This design comes from an exercise in tuning for small area and a short achievable clock period on the open sky130 flow, not from production work. Function was checked by simulation only, so behaviour that the tests miss may differ from the original.

==> flow/design.v (outline; a module is shown in full before it is edited, if it fits) <==
// module aes_g_nand3: 3 lines
// module aes_g_nand4: 3 lines
// module aes_g_xor2: 3 lines
// module aes_g_xnor2: 3 lines
// module aes_g_nand2: 3 lines
// module aes_g_nor2: 3 lines
// module aes_g_and2: 3 lines
// module aes_g_or2: 3 lines
// module aes_g_inv: 3 lines
// module aes_g_mux2: 3 lines
// module aes_g_mux2i: 3 lines
// module aes_gf4_inv: 22 lines
// module aes_gf4_inv_all: 22 lines
// module aes_sbox_lane: 243 lines
// module aes_sbox_lane_s: 232 lines
// module aes_mix_column: 264 lines
// module aes_column_mixer: 16 lines
// module aes_round_core: 166 lines
module aes_round_core (
	input logic i_clk,
	input logic i_rst,
	input logic i_valid,
	input logic i_decrypt,
	input logic i_skip_mix,
	input aes_gf_pkg::aes_state_t i_state,
	output logic o_valid,
	output aes_gf_pkg::aes_state_t o_state
);
  // ...
==> flow/flow/run.sh <==
#!/bin/bash
# The standard layout (the standard.sh, all ORFS steps unchanged), except
# that buffer_ports uses buf_1 cells for the input and output port buffers
# instead of the delay buffer it picks by default; repair still resizes them.
set -e
export BUFFER_PORTS_ARGS="-buffer_cell sky130_fd_sc_hd__buf_1"
bash standard.sh > standard.log 2>&1
==> flow/standard.sh <==
#!/bin/bash
# synth_recipe.tcl (not shown) runs the flow's synth.tcl, then flattens the netlist and writes it again
# the make line also repeats each setting of config.mk as NAME=value (left out here)
make -C /OpenROAD-flow-scripts/flow DESIGN_CONFIG=/design/flow/config.mk WORK_HOME=/design/flow/orfs CLKGATE_MAP_FILE= SYNTH_SCRIPT=/design/flow/synth_recipe.tcl "${@:-finish}"
==> flow/config.mk <==
export PLATFORM = sky130hd
export DESIGN_NAME = aes_round_core
export DESIGN_NICKNAME = aes_round_core
export VERILOG_FILES = /design/flow/design.v
export SDC_FILE = /design/flow/constraint.sdc
export NUM_CORES = 4
export LEC_CHECK = 0
export CAP_MARGIN = 10
export CORE_MARGIN = 2
export CORE_UTILIZATION = 40
export SETUP_SLACK_MARGIN = 3.0
export SLEW_MARGIN = 10
export SYNTH_HIERARCHICAL = 1
==> flow/constraint.sdc <==
create_clock -name core_clock -period 5.5 [get_ports {i_clk}]
set_input_delay 1.1000 -clock core_clock [delete_from_list [all_inputs] [get_ports {i_clk}]]
set_output_delay 1.1000 -clock core_clock [all_outputs]
set_load 0.01 [all_outputs]
==> impl_metrics.ini, run 1 <==
[yosys]
synthArstFlopShare = 0
synth_area_per_cell_sq_um = 9.19
synthCells = 4663
synth_edf_count = 0
synth-xor-area-share = 0.508
synthTopCellsByArea = xor2_1, dfxtp_1, xnor2_1
synthSimpleGateAreaFrac = 0.106

[final_layout]
clkCellAreaFrac = 0.0566
fillCellCount = 10322
multi_input_area_sq_um = 29600
comb.multi_input.count = 3820
regArea_sq_um = 12700
buf_share = 0.0260
seq-cell-share = 0.263

[status]
outcome = finished clean

[grt]
grt_first_pass_wirelength_microns = 147000
overflow = 0
grt_antenna_before_repair = 2
track_usage = 0.163

[clock_network]
clk_pin_slew_ns = 0.06
clock_latency_ns = 0.65
h-tree-depth = 3
cts.sinks = 634

[placement]
place.gp.congestion = 0.856
pre_cts_ws_ns = 2.53
dp_hpwl_microns = 71500
placed_area_sq_um = 44700

[worst_setup_path]
slowest_stage = xor2_1
cp_top_family = XOR/XNOR gates
reg2reg_from = u_lane11.d_r[2]

[drt]
highest_layer = met4
vias = 28807
wl_met3_microns = 2830

[sta]
fin_crit_sh = 0.442
setup_slack_ns = 3.07
rsz0062_at_grt = yes

[hold_path]
holdPathStages = 0
min-delay-start = dec_d[1]
==> inputs of run 2 (changes only) <==
--- a/flow/config.mk
+++ b/flow/config.mk
@@ -5,9 +5,10 @@
 export SDC_FILE = /design/flow/constraint.sdc
 export NUM_CORES = 4
 export LEC_CHECK = 0
-export CAP_MARGIN = 10
+export CAP_MARGIN = 20
 export CORE_MARGIN = 2
 export CORE_UTILIZATION = 40
+export GPL_ROUTABILITY_DRIVEN = 0
 export SETUP_SLACK_MARGIN = 3.0
-export SLEW_MARGIN = 10
+export SLEW_MARGIN = 20
 export SYNTH_HIERARCHICAL = 1
==> run 2 against run 1 <==
Critical path depth unchanged. Clock-buffer cell count stayed put. Routed wire length did not move. Sequential share of layout area unchanged. Die area did not move. Critical path type unchanged. Largest cell class unchanged.
==> impl_metrics.ini, run 2 <==
[worst_setup_path]
path_cells = xor2_1 > nand2_1 > xor2_1 > xor2_1 > xor2_1 > xnor2_1 > mux2i_1
cp_top_family = XOR/XNOR gates
critPathMaxFanout = 5
r2r_end = u_lane11.o_q[3]
ff2ff_path_depth = 7
crit_cells = 7
worst_path_largest_cell_delay_ns = 0.55
critPathArrivalTime_ns = 2.93
worstPathRequired_ns = 5.99
rrSetupSlack_ns = 3.07
cp_common_cell = xor2_1
cp-end-kind = register
startpoint_type = register
slowest_stage = xor2_1
reg2reg_from = u_lane11.d_r[2]
crit_type = register to register
critPathBufInv = 0

[clock_network]
holdBufCountCts = 0
cts_tree = built
cts_root_buf = clkbuf_16
clk_pin_slew_ns = 0.06
clock_latency_ns = 0.65
cts_buffers = 77
cts.sinks = 634
h-tree-depth = 3
max-clock-path-buffers = 3

[die]
ios = 262
die_y_microns = 331
placement_rows = 120
die_w_microns = 331
start_util = 0.402
dieArea_sq_um = 110000
core_sq_um = 107000

[grt]
grt_antenna_before_repair = 2
track_usage = 0.163
first_global_vias = 28362
grt_first_pass_wirelength_microns = 147000
overflow = 0
grt_max_degree = 67

[sta]
fin_worst_skew_ns = 0.0206
hold_slack_ns = 0.324
hold_viol = 0
max_slew_margin = 0.274
setup_tns_ns = 0
fin_crit_sh = 0.442
rsz0062_at_grt = yes
fmax_mhz = 411
slew_violations = 0
tightest_slew_ns = 1.09
setup_viol = 0
fin_crit_ns = 2.43

[placement]
dp_hpwl_microns = 71500
port_buffers = 261

[drt]
routedWlPerCell_microns = 14.4
drt_pass1_iterations = 5
wl_met3_microns = 2830
vias = 28807
dr_wl_met2_microns = 44300
highest_layer = met4
drtIter0Drc = 1326
viasPerCell = 4.52
drc = 0
ant_nets = 0
wl_microns = 91600
drt-met1-wl_microns = 42200

[final_layout]
area_growth_pct = 12.8
largest_reg_flops = 128
final_cell_mix = xor2_1, nand2_1, dfxtp_1
diodes = 0
regMostFlops = o_state
layout-drive-gt1-share = 0.0531
layout_commonest_cell = xor2_1
fin_nets = 5042
fillCellCount = 10322

[yosys]
synth_commonest_cells = xor2_1, nand2_1, dfxtp_1
yosysWarnings = 9
synthCells = 4663
synthArstFlopShare = 0
synth_edf_count = 0
yosys_most_used_dff = dfxtp_1
synthTopCellsByArea = xor2_1, dfxtp_1, xnor2_1
synth_cell_type_count = 12
synth_top_area_cell = xor2_1
yosysTopAreaCellShare = 0.393
synth-seq-area-share = 0.296
netlist_area_sq_um = 42800
syn_nets = 4796
synth_area_per_cell_sq_um = 9.19
yosysMostFrequentCell = xor2_1
synth-seq-cells = 634

[hold_path]
min_to = dec_d[2]
min-delay-start = dec_d[1]
holdPathStages = 0
hold_path.class = register to register

[status]
outcome = finished clean

[run]
drv_cap = 0
-- run 2: cell counts in the layout (fill, tap and decap cells not counted) --
No cell type changed its count.
-- run 2: Yosys stat by module (local to each module, per instance), excerpt --
module | cells inside | copies in the design
aes_sbox_lane_s | 31 | 8
aes_mix_column | 64 | 4
aes_g_mux2i | 1 | 256
aes_g_inv | 1 | 80
aes_g_nand2 | 1 | 736
aes_sbox_lane | 31 | 8
aes_round_core | 143 | 1
aes_g_nand3 | 1 | 160
aes_g_xnor2 | 1 | 432
aes_g_nand4 | 1 | 112
aes_g_xor2 | 1 | 1924
aes_g_nor2 | 1 | 64
-- run 2: worst register-to-register path, stage by stage (launching register included) --
cell and delay, ns:
dfxtp_1 0.42, xor2_1 0.25, nand2_1 0.15, xor2_1 0.37, xor2_1 0.55, xor2_1 0.30, xnor2_1 0.16, mux2i_1 0.10
-- run 2: area by class of cell --
class	count	area, sq um	share of cell area
Clock inverter	40	567	0.0117
Multi-Input combinational cell	3820	29600	0.612
Timing Repair Buffer	295	1250	0.0260
Tap cell	1403	1760	0.0363
Inverter	81	308	0.00637
Clock buffer	101	2170	0.0449
Sequential cell	634	12700	0.263
-- run 2: how the worst max path moves through the flow --
stage / from / endpoint / slack (ns)
floorplan: skip_d[3] / o_state[0] / 2.91
global placement: i_decrypt / u_lane6.in_q[2] / 2.61
detailed placement: i_decrypt / u_lane13.in_q[3] / 2.53
CTS: u_lane10.in_q[7] / u_lane10.d_r[1] / 3.01
global route: u_lane8.d_r[2] / u_lane8.o_q[5] / 2.94
finish: u_lane11.d_r[2] / u_lane11.o_q[3] / 3.07
-- run 2: kinds of logic (layout without fill, tap and decap cells) --
logic type | after synthesis | in the layout | share of synthesized area
xor gates and xnor gates | 2484 | 2484 | 0.508
buffers and inverters | 209 | 517 | 0.0295
DFF | 634 | 634 | 0.296
muxes | 256 | 256 | 0.0598
and+or+nand+nor | 1080 | 1080 | 0.106
-- run 2: per-layer routing --
layer | GRT usage | up-vias
li1 | - | 14963
met1 | 0.208 | 13271
met2 | 0.283 | 445
met3 | 0.0219 | 128
met4 | 0.0514 | 0
met5 | 0 | -
-- run 2: timing repair --
item                       4_1_cts  5_1_grt
buffers inserted                 0       28
resized for setup               13       84
pin swaps                        0       17
setup endpoints to repair       52      182
-- run 2: stage by stage --
step	instance area, sq um	cells	util	setup slack [ns]
final	48300	6374	0.453	3.07
after global routing	48300	6374	0.453	2.94
after CTS	47500	6346	0.446	3.01
after detailed placement	44700	6205	0.419	2.53
after global placement	44700	6205	0.419	2.61
after floorplan	42800	4663	-	2.91
==> inputs of run 3 (changes only) <==
--- a/flow/config.mk
+++ b/flow/config.mk
@@ -8,7 +8,6 @@
 export CAP_MARGIN = 20
 export CORE_MARGIN = 2
 export CORE_UTILIZATION = 40
-export GPL_ROUTABILITY_DRIVEN = 0
-export SETUP_SLACK_MARGIN = 3.0
+export SETUP_SLACK_MARGIN = 3.1
 export SLEW_MARGIN = 20
 export SYNTH_HIERARCHICAL = 1
==> run 3 against run 2 <==
Still clean. First-iteration DRC count rose by 1.4%. Sequential share of layout area fell by 0.85 points. Global-route usage rose by 0.59 points. Non-clock buffer count rose by 70. Register-to-register slack improved by 0.08 ns. Cell area rose by 3.4%. Setup slack improved by 0.077 ns. Fmax rose by 3.3%.
==> impl_metrics.ini, run 3 <==
[status]
outcome = finished clean

[clock_network]
cts_tree = built
cts.sinks = 634
cts_root_buf = clkbuf_16
clk_pin_slew_ns = 0.06
cts_buffers = 74
max-clock-path-buffers = 3
clock_latency_ns = 0.65
h-tree-depth = 3

[drt]
wl_microns = 97600
drc = 0
drtIter0Drc = 1344
drt_pass1_iterations = 5
routedWlPerCell_microns = 15.1
ant_nets = 0
viasPerCell = 4.54
vias = 29235

[sta]
fin_crit_sh = 0.429
setup_tns_ns = 0
hold_viol = 0
tightest_slew_ns = 0.728
max_slew_margin = 0.513
slew_violations = 0
fin_crit_ns = 2.36
rsz0062_at_grt = yes
fmax_mhz = 424
fin_worst_skew_ns = 0.0240
setup_viol = 0

[grt]
track_usage = 0.169
first_global_vias = 28627
overflow = 0
grt_first_pass_wirelength_microns = 152000
grt_max_degree = 74
grt_antenna_before_repair = 4

[hold_path]
hold_path.class = register to register

[final_layout]
regMostFlops = o_state
regArea_sq_um = 12700
layout-drive-gt1-share = 0.0937
fin_nets = 5110
multi_input_area_sq_um = 30700
stdcell_count = 6443
fillCellCount = 10158
largest_reg_flops = 128
layout_commonest_cell = xor2_1
design_area_sq_um = 50000
area_growth_pct = 16.6
final_cell_mix = xor2_1, nand2_1, dfxtp_1

[worst_setup_path]
critPathBufInv = 0
critPathArrivalTime_ns = 2.84
critPathMaxFanout = 5
cp_top_family = XOR/XNOR gates
cp-end-kind = register
timing.critical_path.from = u_lane14.d_r[0]
rrSetupSlack_ns = 3.14
ff2ff_path_depth = 7
path_cells = xor2_1 > nand2_1 > xor2_2 > xor2_2 > xor2_1 > xnor2_1 > mux2i_1
slowest_stage = dfxtp_1
startpoint_type = register
crit_type = register to register
reg2reg_from = u_lane14.d_r[0]
crit_end = u_lane14.o_q[5]
crit_cells = 7
worstPathRequired_ns = 5.99
r2r_end = u_lane14.o_q[5]
worst_path_largest_cell_delay_ns = 0.40

[yosys]
yosysWarnings = 9
yosysTopAreaCellShare = 0.393
synthTopCellsByArea = xor2_1, dfxtp_1, xnor2_1
synth-seq-area-share = 0.296
synth_edf_count = 0
netlist_area_sq_um = 42800
syn_nets = 4796
yosys_most_used_dff = dfxtp_1
synth_cell_type_count = 12
synth_area_per_cell_sq_um = 9.19
synth_commonest_cells = xor2_1, nand2_1, dfxtp_1
yosysMostFrequentCell = xor2_1
synth_top_area_cell = xor2_1
synth-seq-cells = 634
synthArstFlopShare = 0
synthCells = 4663

[die]
ios = 262
start_util = 0.402
placement_rows = 120
die_w_microns = 331
core_sq_um = 107000
die_y_microns = 331
dieArea_sq_um = 110000

[placement]
place_inst = 6208
placed_area_sq_um = 44800
port_buffers = 261
dp_hpwl_microns = 74000
place.gp.congestion = 0.861

[run]
drv_cap = 0
run 3: repair_timing:
item	4_1_cts	5_1_grt
hold buffers	0	0
gates resized for setup	64	167
pin swaps	3	47
cloned	0	1
endpoints found under the setup margin	154	196
buffers inserted	2	93
run 3: logic make-up after synthesis:
| group | count (synthesis) | share of synthesized area |
|---|---|---|
| simple gates | 1080 | 0.106 |
| buf+inv | 209 | 0.0295 |
| mux | 256 | 0.0598 |
| xor+xnor | 2484 | 0.508 |
| flops | 634 | 0.296 |
run 3: Yosys stat by module, one instance, submodules excluded, excerpt:
module           cells inside  copies in the design  flip-flops and latches
aes_g_xnor2                 1                   432                       0
aes_g_xor2                  1                  1924                       0
aes_g_inv                   1                    80                       0
aes_round_core            143                     1                     138
aes_sbox_lane_s            31                     8                      31
aes_mix_column             64                     4                       0
aes_sbox_lane              31                     8                      31
aes_g_nand4                 1                   112                       0
run 3: metal layers:
layer	global-route usage	wire, microns	vias up
li1	-	-	15015
met5	0	0	-
met1	0.233	46900	13621
met2	0.276	45400	500
met4	0.0461	1690	0
met3	0.0232	3590	99
run 3: stage by stage:
stage / hold WS (ns) / utilization / setup slack [ns]
after floorplan: 0.309 / - / 2.94
after global placement: 0.309 / 0.420 / 2.84
after detailed placement: 0.313 / 0.420 / 2.82
after CTS: 0.325 / 0.450 / 3.05
after global routing: 0.331 / 0.469 / 2.97
final: 0.324 / 0.469 / 3.14
run 3: worst min path at each step:
| stage | from | to | slack, ns | cells after the start |
|---|---|---|---|---|
| floorplan | dec_d[1] | dec_d[2] | 0.31 | 0 |
| global placement | dec_d[1] | dec_d[2] | 0.31 | 0 |
| detailed placement | dec_d[1] | dec_d[2] | 0.31 | 0 |
| CTS | dec_d[1] | dec_d[2] | 0.33 | 0 |
| global route | dec_d[1] | dec_d[2] | 0.33 | 0 |
| finish | dec_d[1] | dec_d[2] | 0.32 | 0 |
run 3: cell type report:
cell class,count,share of cell area
Antenna cell,1,0.0000501
Clock buffer,92,0.0405
Clock inverter,46,0.0137
Inverter,81,0.00616
Multi-Input combinational cell,3820,0.614
Sequential cell,634,0.254
Tap cell,1403,0.0351
Timing Repair Buffer,365,0.0360
Timing Repair inverter,1,0.000100
run 3: worst register-to-register path, delay by kind of cell (launching register included):
family / cells / cell delay [ns]
muxes: 1 / 0.38
DFF: 1 / 0.40
xor gates and xnor gates: 5 / 1.28
and+or+nand+nor: 1 / 0.17
==> inputs of run 4 (changes only) <==
--- a/flow/config.mk
+++ b/flow/config.mk
@@ -8,6 +8,7 @@
 export CAP_MARGIN = 20
 export CORE_MARGIN = 2
 export CORE_UTILIZATION = 40
-export SETUP_SLACK_MARGIN = 3.1
+export PLACE_DENSITY = 0.75
+export SETUP_SLACK_MARGIN = 3.0
 export SLEW_MARGIN = 20
 export SYNTH_HIERARCHICAL = 1
==> run 4 against run 3 <==
Fmax shrank 3.7%. Non-clock buffer count shrank 67. Setup slack lost 0.089 ns. Cell area shrank 4.1%. First-iteration DRC count grew 25%. Critical path depth shrank 6.
==> impl_metrics.ini, run 4 <==
[final_layout]
utilization = 0.449
diodes = 0
design_area_sq_um = 47900
largest_reg_flops = 128
stdcell_count = 6356
area_growth_pct = 11.8
regMostFlops = o_state
layout_commonest_cell = xor2_1
final_cell_mix = xor2_1, nand2_1, dfxtp_1
layout-drive-gt1-share = 0.0491
fin_nets = 5035
fillCellCount = 9923

[placement]
placed_area_sq_um = 44700
place.gp.congestion = 0.913
place_inst = 6205
port_buffers = 261
pre_cts_ws_ns = 2.83
dp_hpwl_microns = 73500

[worst_setup_path]
critPathArrivalTime_ns = 1.35
cp_top_family = buffers and inverters
path_cells = buf_1
critPathMaxFanout = 1
critPathBufInv = 1
crit_type = register to output port
worstPathRequired_ns = 4.40
cp-end-kind = output port
startpoint_type = register
worst_path_largest_cell_delay_ns = 0.43
slowest_stage = buf_1

[clock_network]
clock_latency_ns = 0.62
max-clock-path-buffers = 3
cts_buffers = 67
cts_tree = built
cts.sinks = 634
cts_root_buf = clkbuf_16
h-tree-depth = 3
clk_pin_slew_ns = 0.06

[sta]
hold_viol = 0
slew_violations = 0
setup_slack_ns = 3.05
setup_viol = 0
fin_crit_sh = 0.445
tightest_slew_ns = 1.12
setup_tns_ns = 0
rsz0062_at_grt = yes
hold_slack_ns = 0.330
max_slew_margin = 0.255
fin_worst_skew_ns = 0.0259
fin_crit_ns = 2.45
fmax_mhz = 409

[yosys]
synth_cell_type_count = 12
synthTopCellsByArea = xor2_1, dfxtp_1, xnor2_1
synth_area_per_cell_sq_um = 9.19
synth-seq-area-share = 0.296
yosys_most_used_dff = dfxtp_1
synth_edf_count = 0
synth_commonest_cells = xor2_1, nand2_1, dfxtp_1
synth_top_area_cell = xor2_1
synthArstFlopShare = 0
syn_nets = 4796
yosysWarnings = 9
synth-seq-cells = 634
yosysMostFrequentCell = xor2_1
synthCells = 4663
netlist_area_sq_um = 42800
yosysTopAreaCellShare = 0.393

[die]
die_w_microns = 331
die_y_microns = 331
placement_rows = 120
core_sq_um = 107000
start_util = 0.402
dieArea_sq_um = 110000
ios = 262

[grt]
track_usage = 0.165
grt_first_pass_wirelength_microns = 150000
grt_max_degree = 128
overflow = 0
first_global_vias = 28937
grt_antenna_before_repair = 1

[drt]
drc = 0
routedWlPerCell_microns = 14.9
wl_microns = 94900
vias = 29516
drtIter0Drc = 1683
drt_pass1_iterations = 6
viasPerCell = 4.64
ant_nets = 0

[status]
outcome = finished clean

[hold_path]
hold_path.class = register to register

[run]
drv_cap = 0
[run 4: Yosys stat by module, one instance, submodules excluded, a selection]
module | times used | flip-flops and latches | cell area, sq um | cells inside
aes_sbox_lane | 8 | 31 | 621 | 31
aes_g_mux2i | 256 | 0 | 10.0 | 1
aes_g_xnor2 | 432 | 0 | 8.76 | 1
aes_g_nand4 | 112 | 0 | 6.26 | 1
aes_g_nand3 | 160 | 0 | 5.00 | 1
aes_g_inv | 80 | 0 | 3.75 | 1
[run 4: area by class of cell]
cell class,instances,area [sq um],share of cell area
multi-input cells,3820,29600,0.618
flip-flops and latches,634,12700,0.265
clock buffers,90,1890,0.0394
well taps,1403,1760,0.0367
repair buffers,298,1290,0.0270
clock inverters,30,363,0.00758
inverters,81,308,0.00643
[run 4: final timing paths]
path,cells past startpoint,to,start,slack [ns]
max,1,o_state[0],o_state[0],3.05
min,0,skip_d[2],skip_d[1],0.33
max reg2reg,8,u_lane13.d_r[0],u_lane13.in_q[2],3.08
min reg2reg,0,skip_d[2],skip_d[1],0.33
[run 4: per-layer routing]
metal	part of all wire	track usage	wire, microns	vias to the layer above
met5	0	0	0	-
met4	0.032	0.0603	3000	0
met3	0.032	0.0186	3060	149
met2	0.47	0.272	44200	597
met1	0.47	0.222	44700	13814
li1	-	-	-	14956
[run 4: cell families (layout without fill, tap and decap cells)]
| logic type | after synthesis | count (layout) | share of synthesized area |
|---|---|---|---|
| AND/OR/NAND/NOR | 1080 | 1080 | 0.106 |
| buffers and inverters | 209 | 499 | 0.0295 |
| multiplexers | 256 | 256 | 0.0598 |
| XOR/XNOR | 2484 | 2484 | 0.508 |
| flip-flops | 634 | 634 | 0.296 |
[run 4: what timing repair did]
item,4_1_cts,5_1_grt
hold buffers,0,0
gates resized for setup,11,86
setup endpoints to repair,44,152
buffers inserted,0,30
pin swaps,0,15
==> inputs of run 5 (changes only) <==
--- a/flow/config.mk
+++ b/flow/config.mk
@@ -7,7 +7,7 @@
 export LEC_CHECK = 0
 export CAP_MARGIN = 20
 export CORE_MARGIN = 2
-export CORE_UTILIZATION = 40
+export CORE_UTILIZATION = 50
 export PLACE_DENSITY = 0.75
 export SETUP_SLACK_MARGIN = 3.0
 export SLEW_MARGIN = 20
==> run 5 against run 4 <==
Via count about the same. Die area fell by 20%. Fmax fell by 2.5%.
==> impl_metrics.ini, run 5 <==
[status]
outcome = finished clean

[die]
dieArea_sq_um = 88000
placement_rows = 107
die_y_microns = 297
die_w_microns = 297
core_sq_um = 85000
start_util = 0.504
ios = 262

[drt]
drtIter0Drc = 1606
viasPerCell = 4.82
vias = 29512
drc = 0
routedWlPerCell_microns = 15.1
wl_microns = 92700
ant_nets = 0
drt_pass1_iterations = 6

[sta]
max_slew_margin = 0.259
fin_worst_skew_ns = 0.0254
rsz0062_at_grt = yes
fin_crit_ns = 2.51
slew_violations = 0
fin_crit_sh = 0.456
setup_tns_ns = 0
setup_slack_ns = 2.99
fmax_mhz = 398
setup_viol = 0
tightest_slew_ns = 1.11
hold_viol = 0

[yosys]
synth_compound_area_frac = 0
synth_top_family_by_area = XOR/XNOR gates
synthArstFlopShare = 0
yosysTopAreaCellShare = 0.393
synth-seq-area-share = 0.296
synthAdderAreaFrac = 0
yosys_most_used_dff = dfxtp_1
synth_edf_count = 0
synth-xor-area-share = 0.508
netlist_area_sq_um = 42800
synthCells = 4663
synth-seq-cells = 634
syn_nets = 4796
synth_top_area_cell = xor2_1
synthMuxAreaShare = 0.0598
synth_cell_type_count = 12
synthTopCellsByArea = xor2_1, dfxtp_1, xnor2_1
synth_area_per_cell_sq_um = 9.19
yosysMostFrequentCell = xor2_1
synthSimpleGateAreaFrac = 0.106
synth_commonest_cells = xor2_1, nand2_1, dfxtp_1
yosysWarnings = 9

[final_layout]
layout_commonest_cell = xor2_1
final_cell_mix = xor2_1, nand2_1, dfxtp_1
fin_nets = 5049
diodes = 0
regMostFlops = o_state
largest_reg_flops = 128
stdcell_count = 6118
layout-drive-gt1-share = 0.0499
area_growth_pct = 11.4

[worst_setup_path]
cp_top_family = XOR/XNOR gates
critPathArrivalTime_ns = 2.95
worst_path_largest_cell_delay_ns = 0.47
startpoint_type = register
cp-end-kind = register
worstPathRequired_ns = 5.94
cp_common_cell = xor2_1
path_cells = xor2_1 > nand2_1 > xor2_1 > xor2_1 > xor2_1 > xnor2_1 > mux2i_1
critPathMaxFanout = 4
crit_type = register to register
slowest_stage = xor2_1
critPathBufInv = 0

[grt]
first_global_vias = 28513
grt_first_pass_wirelength_microns = 145000
grt_max_degree = 74
overflow = 0
grt_antenna_before_repair = 5
track_usage = 0.201

[run]
drv_cap = 0

[clock_network]
cts_tree = built
clk_pin_slew_ns = 0.06
clock_latency_ns = 0.62
cts.sinks = 634
max-clock-path-buffers = 3
h-tree-depth = 3
cts_root_buf = clkbuf_16
cts_buffers = 72

[placement]
port_buffers = 261
place.gp.congestion = 0.925
place_inst = 5948
pre_cts_ws_ns = 2.83
dp_hpwl_microns = 71000

[hold_path]
hold_path.class = register to register
==> run 5: cell types whose count changed in the layout (fill, tap and decap cells not counted), moves of 2 or more <==
cell | previous run | this run
and2_1 | 2 | 4
and2_2 | 2 | 0
buf_4 | 35 | 44
clkbuf_1 | 14 | 16
clkbuf_16 | 70 | 74
clkbuf_8 | 6 | 13
clkinv_2 | 12 | 10
clkinv_4 | 3 | 1
xnor2_1 | 558 | 560
xnor2_2 | 2 | 0
xor2_1 | 1833 | 1842
xor2_2 | 91 | 82
==> run 5: final cells by class <==
cell class / count / area [sq um]
fill: 7328 / 37300
multi-input combinational: 3820 / 29500
sequential: 634 / 12700
clock buffer: 103 / 2090
tap: 1144 / 1430
timing repair buffer: 306 / 1330
clock inverter: 29 / 377
inverter: 81 / 308
timing repair inverter: 1 / 5.00
==> run 5: logic make-up (layout without fill, tap and decap cells) <==
kind of cell  after synthesis  count (layout)
xor+xnor                 2484            2484
buf+inv                   209             520
flops                     634             634
mux                       256             256
simple gates             1080            1080
==> run 5: timing repair <==
item                       4_1_cts  5_1_grt
hold buffers                     0        0
setup buffers                    0       37
cloned                           0        1
setup endpoints to repair       39      179
hold endpoints to repair         0        0
resized for setup               13       70
pin swaps                        0       18
==> run 5: worst paths after layout <==
path | slack, ns | end | cells past startpoint | from
setup reg to reg | 2.99 | u_lane10.o_q[5] | 7 | u_lane10.d_r[0]
hold reg to reg | 0.32 | dec_d[2] | 0 | dec_d[1]
hold / removal | 0.32 | dec_d[2] | 0 | dec_d[1]
setup / recovery | 2.99 | u_lane10.o_q[5] | 7 | u_lane10.d_r[0]
==> run 5: routing by layer <==
| metal | wire (microns) | GRT usage | vias to the layer above |
|---|---|---|---|
| met5 | 23 | 0 | - |
| met3 | 3470 | 0.0240 | 120 |
| met4 | 1910 | 0.0564 | 4 |
| met2 | 43900 | 0.339 | 555 |
| li1 | - | - | 15008 |
| met1 | 43400 | 0.270 | 13825 |
==> run 5: modules after synthesis (local to each module, per instance), excerpt <==
module           flops+latches  cells  cell area, sq um
aes_g_mux2i                  0      1              10.0
aes_g_nand4                  0      1              6.26
aes_g_nand2                  0      1              3.75
aes_g_nand3                  0      1              5.00
aes_sbox_lane_s             31     31               621
aes_g_xnor2                  0      1              8.76
aes_g_inv                    0      1              3.75
aes_round_core             138    143              2790
aes_mix_column               0     64               520
aes_g_nor2                   0      1              3.75
aes_g_xor2                   0      1              8.76
aes_g_and2                   0      1              6.26
aes_sbox_lane               31     31               621
==> run 5: per-stage QoR <==
stage | util | area (sq um) | hold WS (ns)
3_3_place_gp | 0.522 | 44400 | 0.309
6_report | 0.561 | 47700 | 0.323
2_1_floorplan | - | 42800 | 0.309
4_1_cts | 0.552 | 46900 | 0.325
3_5_place_dp | 0.522 | 44400 | 0.313
5_1_grt | 0.561 | 47700 | 0.327
==> inputs of run 6 (changes only) <==
--- a/flow/config.mk
+++ b/flow/config.mk
@@ -7,8 +7,7 @@
 export LEC_CHECK = 0
 export CAP_MARGIN = 20
 export CORE_MARGIN = 2
-export CORE_UTILIZATION = 50
-export PLACE_DENSITY = 0.75
+export CORE_UTILIZATION = 40
 export SETUP_SLACK_MARGIN = 3.0
 export SLEW_MARGIN = 20
 export SYNTH_HIERARCHICAL = 1
==> run 6 against run 5 <==
Still clean. Die area rose by 25%. Routed wire length shrank 1.2%. Cell count up 4.2%. Setup slack gained 0.076 ns. Via count is 2.4% lower. Non-clock buffer count decreased by 11. Synthesized area unchanged. Fmax grew 3.1%.
==> impl_metrics.ini, run 6 <==
[placement]
place.gp.congestion = 0.856
place_inst = 6205
dp_hpwl_microns = 71500
pre_cts_ws_ns = 2.53
port_buffers = 261

[final_layout]
largest_reg_flops = 128
fillCellCount = 10322
stdcell_count = 6374
final_cell_mix = xor2_1, nand2_1, dfxtp_1
layout-drive-gt1-share = 0.0531
diodes = 0
fin_nets = 5042
area_growth_pct = 12.8
regMostFlops = o_state
layout_commonest_cell = xor2_1

[sta]
fin_crit_sh = 0.442
tightest_slew_ns = 1.09
hold_viol = 0
hold_slack_ns = 0.324
slew_violations = 0
setup_viol = 0
fin_crit_ns = 2.43
rsz0062_at_grt = yes
setup_tns_ns = 0
fmax_mhz = 411
setup_slack_ns = 3.07
fin_worst_skew_ns = 0.0206
max_slew_margin = 0.274

[run]
drv_cap = 0

[die]
ios = 262
placement_rows = 120
start_util = 0.402
die_w_microns = 331
die_y_microns = 331
core_sq_um = 107000
dieArea_sq_um = 110000

[drt]
drt_pass1_iterations = 5
wl_microns = 91600
ant_nets = 0
drtIter0Drc = 1326
routedWlPerCell_microns = 14.4
drc = 0
viasPerCell = 4.52
vias = 28807

[yosys]
yosysMostFrequentCell = xor2_1
synth-seq-area-share = 0.296
synth_area_per_cell_sq_um = 9.19
yosysWarnings = 9
synth_commonest_cells = xor2_1, nand2_1, dfxtp_1
yosys_most_used_dff = dfxtp_1
synth_top_area_cell = xor2_1
synth_edf_count = 0
synth_cell_type_count = 12
synth-seq-cells = 634
synthTopCellsByArea = xor2_1, dfxtp_1, xnor2_1
netlist_area_sq_um = 42800
yosysTopAreaCellShare = 0.393
synthCells = 4663
synthArstFlopShare = 0
syn_nets = 4796

[clock_network]
clock_latency_ns = 0.65
clk_pin_slew_ns = 0.06
cts_buffers = 77
max-clock-path-buffers = 3
h-tree-depth = 3
cts_root_buf = clkbuf_16
cts.sinks = 634
cts_tree = built

[grt]
track_usage = 0.163
grt_antenna_before_repair = 2
first_global_vias = 28362
overflow = 0
grt_max_degree = 67
grt_first_pass_wirelength_microns = 147000

[worst_setup_path]
critPathMaxFanout = 5
startpoint_type = register
cp-end-kind = register
critPathArrivalTime_ns = 2.93
crit_type = register to register
worstPathRequired_ns = 5.99

[hold_path]
hold_path.class = register to register

[status]
outcome = finished clean
-- run 6: changes by cell type in the layout (fill, tap and decap cells not counted), sizes merged --
cell,delta
buf,-11
inv,+6
clkinvlp,+1
clkinv,-1
clkbuf,-2
bufinv,+4
-- run 6: layout make-up --
class | count | area (sq um) | share of cell area
clock inverters | 40 | 567 | 0.0117
clock buffers | 101 | 2170 | 0.0449
flip-flops and latches | 634 | 12700 | 0.263
inverters | 81 | 308 | 0.00637
multi-input cells | 3820 | 29600 | 0.612
well taps | 1403 | 1760 | 0.0363
repair buffers | 295 | 1250 | 0.0260
-- run 6: Yosys stat by module, one instance, submodules excluded, a selection --
module | copies in the design | cell area (sq um) | cells inside | flops+latches
aes_g_nand3 | 160 | 5.00 | 1 | 0
aes_g_nor2 | 64 | 3.75 | 1 | 0
aes_round_core | 1 | 2790 | 143 | 138
aes_g_xor2 | 1924 | 8.76 | 1 | 0
aes_g_nand2 | 736 | 3.75 | 1 | 0
aes_sbox_lane | 8 | 621 | 31 | 31
aes_g_xnor2 | 432 | 8.76 | 1 | 0
aes_g_mux2i | 256 | 10.0 | 1 | 0
aes_sbox_lane_s | 8 | 621 | 31 | 31
aes_g_and2 | 4 | 6.26 | 1 | 0
aes_g_nand4 | 112 | 6.26 | 1 | 0
aes_mix_column | 4 | 520 | 64 | 0
-- run 6: logic make-up after synthesis --
family	synth area share
DFF	0.296
xor gates and xnor gates	0.508
muxes	0.0598
and+or+nand+nor	0.106
buffers and inverters	0.0295
-- run 6: metrics by stage --
step | instance area (sq um) | utilization
2_1_floorplan | 42800 | -
3_3_place_gp | 44700 | 0.419
3_5_place_dp | 44700 | 0.419
4_1_cts | 47500 | 0.446
5_1_grt | 48300 | 0.453
6_report | 48300 | 0.453
-- run 6: worst paths after layout --
check,cells after the start,slack [ns],end,from
max reg2reg,7,3.07,u_lane11.o_q[3],u_lane11.d_r[2]
min,0,0.32,dec_d[2],dec_d[1]
max,7,3.07,u_lane11.o_q[3],u_lane11.d_r[2]
min reg2reg,0,0.32,dec_d[2],dec_d[1]
-- run 6: timing repair --
item                       in CTS  in global routing
pin swaps                       0                 17
setup endpoints to repair      52                182
hold buffers                    0                  0
gates cloned                    0                  0
buffers inserted                0                 28
gates resized for setup        13                 84
-- run 6: metal layers --
layer  wire length [microns]  GRT usage  vias to the layer above
li1                        -          -                    14963
met1                   42200      0.208                    13271
met2                   44300      0.283                      445
met3                    2830     0.0219                      128
met4                    2260     0.0514                        0
met5                       0          0                        -
-- run 6: critical path, stage by stage (launching register included) --
cell     delay, ns
dfxtp_1       0.42
xor2_1        0.25
nand2_1       0.15
xor2_1        0.37
xor2_1        0.55
xor2_1        0.30
xnor2_1       0.16
mux2i_1       0.10

## re-timing with driven ports
How much do the figures lean on ideal ports? The routed layouts below were timed once more, with nothing changed but the port constraints.
Step 1 sets driving cells, clkbuf_16 on the clock port and buf_2 on the other inputs (assumed; they add their load-dependent delay and slew).
Step 2 also shifts input and output timing later by t, the mid clock arrival at the registers, as if the neighbouring blocks saw the same clock.
Slacks: no drivers / after step 1 / after step 2; pairs: no drivers / after step 1.
run	t (ns)	slack for setup (ns)	worst slew at a driven data input, ns
run 1	0.704	3.066 / 3.066 / 2.584	0.07
run 2	0.704	3.066 / 3.066 / 2.584	0.07
run 3	0.702	3.143 / 3.131 / 2.838	0.07
run 4	0.668	3.054 / 2.990 / 2.727	0.05
run 5	0.667	2.990 / 2.990 / 2.777	0.07
run 6	0.704	3.066 / 3.066 / 2.584	0.07
After both steps setup and hold are still met in every run listed.
